This is an optimization exercise on Yosys and OpenROAD, whose aim is small area, a short achievable clock period and few clock cycles per item, not a production implementation.
At most, simulation tests tie the RTL to the original design; equivalence was not proved.
No activity file was given, so power comes from the tool's default toggle rates.

==> flow/design.v (excerpt) <==
module message_field_filter_core
(
    input  logic        clk,
    input  logic        rst_n,
    input  logic        cfg_we,
    input  logic [2:0]  cfg_index,
    input  logic [63:0] cfg_data,
    input  logic        in_valid,
    output logic        in_stall,
    input  logic [7:0]  data_byte,
    input  logic        last_byte,
    output logic        out_valid,
    input  logic        out_stall,
    output logic        matched,
    output logic [15:0] slice_start,
    output logic [15:0] slice_length,
    output logic [15:0] message_size,
    output logic        size_overflow
);
Settings: LEC_CHECK=0, CAP_MARGIN=20, CORE_MARGIN=2, CORE_UTILIZATION=50, CTS_CLUSTER_DIAMETER=80, CTS_CLUSTER_SIZE=24, GPL_TIMING_DRIVEN=0, SLEW_MARGIN=20; clock period 8.5 ns.
standard.sh (not shown) runs the stock make flow with config.mk's settings and CLKGATE_MAP_FILE= SYNTH_SCRIPT=/design/flow/synth_recipe.tcl, a recipe that flattens the netlist after the stock synthesis.
==> flow/flow/run.sh <==
#!/bin/bash
set -euo pipefail
export BUFFER_PORTS_ARGS="-buffer_cell sky130_fd_sc_hd__buf_1"
export SETUP_SLACK_MARGIN=5.8
bash standard.sh > flow_make.log 2>&1
Testbench counts at the start, summed over its fixed seeds: cycles 31,637, items 2,400.
Rerun with:
==> flow/flow/run.sh (replaced) <==
#!/bin/bash
set -euo pipefail
export BUFFER_PORTS_ARGS="-buffer_cell sky130_fd_sc_hd__buf_2"
export SETUP_SLACK_MARGIN=5.8
bash standard.sh > flow_make.log 2>&1
Settings changed: CORE_UTILIZATION 50 to 40, GPL_TIMING_DRIVEN 0 to unset.
Effect:
- worst hold slack gets better by 0.046 ns
- die area is higher by about 24%
- synthesized area is unchanged
- utilization fell by 11 points
- via count barely changes
- synthesized cell count stays the same
- cell area rose by about 0.6%
- critical path depth stays the same
- clock skew came out higher by 0.0099 ns
Rerun with:
==> flow/flow/run.sh (replaced) <==
#!/bin/bash
set -euo pipefail
export BUFFER_PORTS_ARGS="-buffer_cell sky130_fd_sc_hd__buf_1"
export SETUP_SLACK_MARGIN=5.76
bash standard.sh > flow_make.log 2>&1
Settings changed: CORE_UTILIZATION 40 to 50.
First-iteration DRC count goes up by about 10%.
Via count goes up by 0.70%.
Combinational power goes down by about 2%.
Cell count goes down by about 8%.
Maximum frequency goes down by 1.3%.
Utilization goes up by 10 points.
Worst setup slack got worse by 0.036 ns.
Count of clock-buffer cells in the layout goes down by 1.
Power goes down by 3.2%.
Rerun with:
==> flow/flow/run.sh (replaced) <==
#!/bin/bash
set -euo pipefail
export BUFFER_PORTS_ARGS="-buffer_cell sky130_fd_sc_hd__buf_2"
export SETUP_SLACK_MARGIN=5.74
bash standard.sh > flow_make.log 2>&1
Settings changed: CORE_UTILIZATION 50 to 40.
=>
- The new run completed without violations
- worst hold slack is better by 0.012 ns
- power increases by about 2%
- sequential power is about the same
- final cell count increases by about 8%
- utilization drops by 10 points
- flip-flop and latch count is unchanged
- fmax goes up by about 1.6%
- global-route usage is lower by 3.9 points

* * *

red:
message_field_filter_core, a different RTL version from the one above (not shown whole).
Size: roughly 870 cells after synthesis, ~300 flip-flops, ~130 I/O pins, roughly 13000 sq um of cells after synthesis.
clock: 8.5 ns
lec_check: 0
cap_margin: 20
core_margin: 2
core_utilization: 40
cts_cluster_diameter: 80
cts_cluster_size: 24
slew_margin: 20
==> flow/flow/run.sh <==
#!/bin/bash
set -euo pipefail
export BUFFER_PORTS_ARGS="-buffer_cell sky130_fd_sc_hd__buf_2"
export SETUP_SLACK_MARGIN=5.4
bash standard.sh > flow_make.log 2>&1
#### Input delta (blue over red)
==> flow/flow/run.sh <==
#!/bin/bash
set -euo pipefail
export BUFFER_PORTS_ARGS="-buffer_cell sky130_fd_sc_hd__buf_2"
export SETUP_SLACK_MARGIN=5.8
bash standard.sh > flow_make.log 2>&1
Findings:
- blue: PASS, flow complete, no timing, DRC or antenna violations
- Met2 layer usage reported by global route: blue > red
- blue against red: via count saw little to no change, detailed-route wire length on metal 1 saw an increase.
- Summary of blue over red: overall routed net length went up by 0.70%, power was more or less identical, remaining max-slew budget at the tightest pin went up by 0.75 points.
- Comparing red with blue, the area occupied by registers came out essentially unchanged.
- The fraction of power consumed by combinational cells in blue sits 0.8 points above the value recorded for red.
- Minimum setup slack in the final design in blue is 0.051 ns higher than in red
No functional check of the RTL was part of any run of this note.

afterwards: timing with drivers on the ports:
No port has a modelled driver above. Below, the same layouts with a new extraction and two added sets of constraints. Step 1: set_driving_cell puts a clkbuf_16 on clk and a buf_2 on each other input, an assumption about the parent block. Step 2, shift: input delay + t, output delay - t, t = (earliest + latest rising clock arrival at the registers) / 2. This alone moves slack from input paths to output paths. a / b / c = ideal ports / drivers / drivers and shift; a / b = the first two.
run	t (ns)	setup slack, ns	worst setup path after step 2	slew at the worst register clock pin (ns)	worst slew at a driven data input, ns
the first run of note 1	0.546	5.764 / 5.715 / 5.369	input to register	0.10 / 0.10	0.06
the second run of note 1	0.571	5.729 / 5.675 / 5.384	input to register	0.10 / 0.10	0.05
the third run of note 1	0.551	5.693 / 5.642 / 5.317	input to register	0.10 / 0.10	0.06
the fourth run of note 1	0.562	5.737 / 5.685 / 5.394	input to register	0.10 / 0.10	0.05
red	0.559	5.516 / 5.516 / 5.397	input to register	0.10 / 0.10	0.05
blue	0.550	5.567 / 5.567 / 5.401	input to register	0.09 / 0.09	0.05
After both steps every run listed still meets setup and hold. For the first run of note 1, which loses most, drivers alone change the setup slack by -0.049 ns; drivers and shift together by -0.395 ns.
